Context: an optimization exercise on an open-source flow, tuned for small area. The choices shown serve that exercise and are no tape-out recipe.
In this exercise RTL edits were held to simulation tests only and were not proved equivalent to the original.
Power and IR drop assume default switching activity.

==> flow/design.v (excerpt) <==
module sketch_top (
        input  wire logic                  clk,
        input  wire logic                  reset,
        input  wire logic                  en_hash,
        input  wire logic                  read_add,
        input  wire logic                  get_row,
        input  wire logic                  set_row,
        input  wire sketch_pkg::kmer_t     kmer,
        input  wire sketch_pkg::row_t      row_rd1,
        input  wire sketch_pkg::row_t      row_rd2,
        input  wire sketch_pkg::row_t      row_rd3,
        input  wire sketch_pkg::row_t      row_rd4,
        input  wire sketch_pkg::row_t      bucket_rd,
        output sketch_pkg::row_addr_t      row_addr,
        output sketch_pkg::row_addr_t      bucket_addr,
        output sketch_pkg::row_t           row_wr1,
        output sketch_pkg::row_t           row_wr2,
        output sketch_pkg::row_t           row_wr3,
        output sketch_pkg::row_t           row_wr4,
        output sketch_pkg::row_t           bucket_wr
);
export LEC_CHECK = 0
export CAP_MARGIN = 20
export CORE_MARGIN = 2
export CORE_UTILIZATION = 40
export GPL_TIMING_DRIVEN = 0
export SLEW_MARGIN = 20
export SYNTH_HIERARCHICAL = 1
create_clock -name core_clock -period 4.0 [get_ports {clk}]
standard.sh (not shown) runs the stock make flow with config.mk's settings and CLKGATE_MAP_FILE= SYNTH_SCRIPT=/design/flow/synth_recipe.tcl, a recipe that flattens the netlist after the stock synthesis.
==> flow/flow/run.sh <==
#!/bin/bash
# The standard synthesis, then its standard layout with three changes:
# the smallest buffer (buf_1) as the port buffer; a clock tree of clkbuf_4
# cells driving clusters of at most 10 flip-flops, without dummy loads; and
# no buffer larger than buf_4 for the repair of high-fanout nets. make's
# output goes to synth_make.log and flow_make.log; each ORFS step keeps its
# own log under orfs/logs.
set -euo pipefail
bash standard.sh synth > synth_make.log 2>&1
export BUFFER_PORTS_ARGS="-buffer_cell sky130_fd_sc_hd__buf_1"
export CTS_ARGS="-sink_clustering_enable -repair_clock_nets -dont_use_dummy_load -buf_list {sky130_fd_sc_hd__clkbuf_4} -sink_clustering_size 10 -sink_clustering_max_diameter 50"
# The platform's don't-use cells, plus the large buffers
platform_dont_use=$(sed -n '/^export DONT_USE_CELLS/,/^#/p' "$FLOW_HOME/platforms/sky130hd/config.mk" \
  | grep -o 'sky130_fd_sc_hd__[A-Za-z0-9_]*' | tr '\n' ' ')
big_buffers="sky130_fd_sc_hd__buf_6 sky130_fd_sc_hd__buf_8 sky130_fd_sc_hd__buf_12 sky130_fd_sc_hd__buf_16"
big_buffers+=" sky130_fd_sc_hd__bufbuf_8 sky130_fd_sc_hd__bufbuf_16"
big_buffers+=" sky130_fd_sc_hd__clkdlybuf4s15_1 sky130_fd_sc_hd__clkdlybuf4s15_2 sky130_fd_sc_hd__clkdlybuf4s18_1 sky130_fd_sc_hd__clkdlybuf4s18_2"
big_buffers+=" sky130_fd_sc_hd__clkdlybuf4s25_1 sky130_fd_sc_hd__clkdlybuf4s25_2 sky130_fd_sc_hd__clkdlybuf4s50_1 sky130_fd_sc_hd__clkdlybuf4s50_2"
echo "DONT_USE_CELLS=$platform_dont_use $big_buffers" > dont_use.txt
bash standard.sh finish "DONT_USE_CELLS=$platform_dont_use $big_buffers" > flow_make.log 2>&1
Change:
Settings changed: GPL_TIMING_DRIVEN 0 to unset, PLACE_DENSITY set to 0.8.
Outcome: Die area does not change. Final area decreases by 0.41%. Flip-flop and latch count stays the same. Total power decreases by 1.3%. Final cell count barely changes. Wire length decreases by 7.6%. Worst setup slack gets better by 1.4 ns.
Change:
==> flow/flow/run.sh (replaced) <==
#!/bin/bash
# The standard synthesis, then its standard layout with three changes:
# the smallest buffer (buf_1) as the port buffer; a clock tree of clkbuf_4
# cells driving clusters of at most 10 flip-flops, without dummy loads; and
# no buffers larger than buf_4 for the repair of high-fanout nets. make's
# output goes to synth_make.log and flow_make.log; each ORFS step keeps its
# own log under orfs/logs.
set -euo pipefail
bash standard.sh synth > synth_make.log 2>&1
export BUFFER_PORTS_ARGS="-buffer_cell sky130_fd_sc_hd__buf_1"
export CTS_ARGS="-sink_clustering_enable -repair_clock_nets -dont_use_dummy_load -buf_list {sky130_fd_sc_hd__clkbuf_4} -sink_clustering_size 10 -sink_clustering_max_diameter 50"
export DONT_USE_CELLS="sky130_fd_sc_hd__buf_6 sky130_fd_sc_hd__buf_8 sky130_fd_sc_hd__buf_12 sky130_fd_sc_hd__buf_16 sky130_fd_sc_hd__bufbuf_8 sky130_fd_sc_hd__bufbuf_16 sky130_fd_sc_hd__clkbuf_8 sky130_fd_sc_hd__clkbuf_16 sky130_fd_sc_hd__clkdlybuf4s15_1 sky130_fd_sc_hd__clkdlybuf4s15_2 sky130_fd_sc_hd__clkdlybuf4s18_1 sky130_fd_sc_hd__clkdlybuf4s18_2 sky130_fd_sc_hd__clkdlybuf4s25_1 sky130_fd_sc_hd__clkdlybuf4s25_2 sky130_fd_sc_hd__clkdlybuf4s50_1 sky130_fd_sc_hd__clkdlybuf4s50_2"
bash standard.sh > flow_make.log 2>&1
Settings changed: PLACE_DENSITY 0.8 to unset.
After rerunning: The changed run ran to the end with no violations. Worst hold slack got worse by 0.0046 ns. Count of clock-buffer cells in the layout rose by 1. Fmax went down by 2.1%. Synthesized cell count is unchanged. Clock skew is lower by 0.018 ns. Flip-flop and latch count does not change. Critical path depth does not change. Final cell count drops by 0.74%. Wire length rose by 7.0%. Setup slack degrades by 0.051 ns. Via count drops by 1.2%.

==> afterwards: timing with drivers on the ports <==
How much do the figures lean on ideal ports? The routed layouts below were timed once more, with nothing changed but the port constraints. Step 1 sets driving cells, clkbuf_16 on the clock port and buf_2 on the other inputs (assumed; they add their load-dependent delay and slew). Step 2, shift: input delay + t, output delay - t, t = (earliest + latest rising clock arrival at the registers) / 2. This alone moves slack from input paths to output paths. Slacks: ideal ports / drivers / drivers and shift; pairs: ideal ports / drivers.
run	shift t [ns]	setup slack, ns	worst register clock-pin slew, ns
the first run	0.873	0.211 / 0.245 / -0.628	0.12 / 0.12
the second run	0.855	1.641 / 1.586 / 0.844	0.12 / 0.12
the third run	0.890	1.590 / 1.531 / 1.051	0.12 / 0.12
Met with ideal ports but missed after step 2: setup timing in the first run. The setup slack of the first run, which loses most, moves by +0.034 ns with the drivers and by -0.839 ns with both steps.
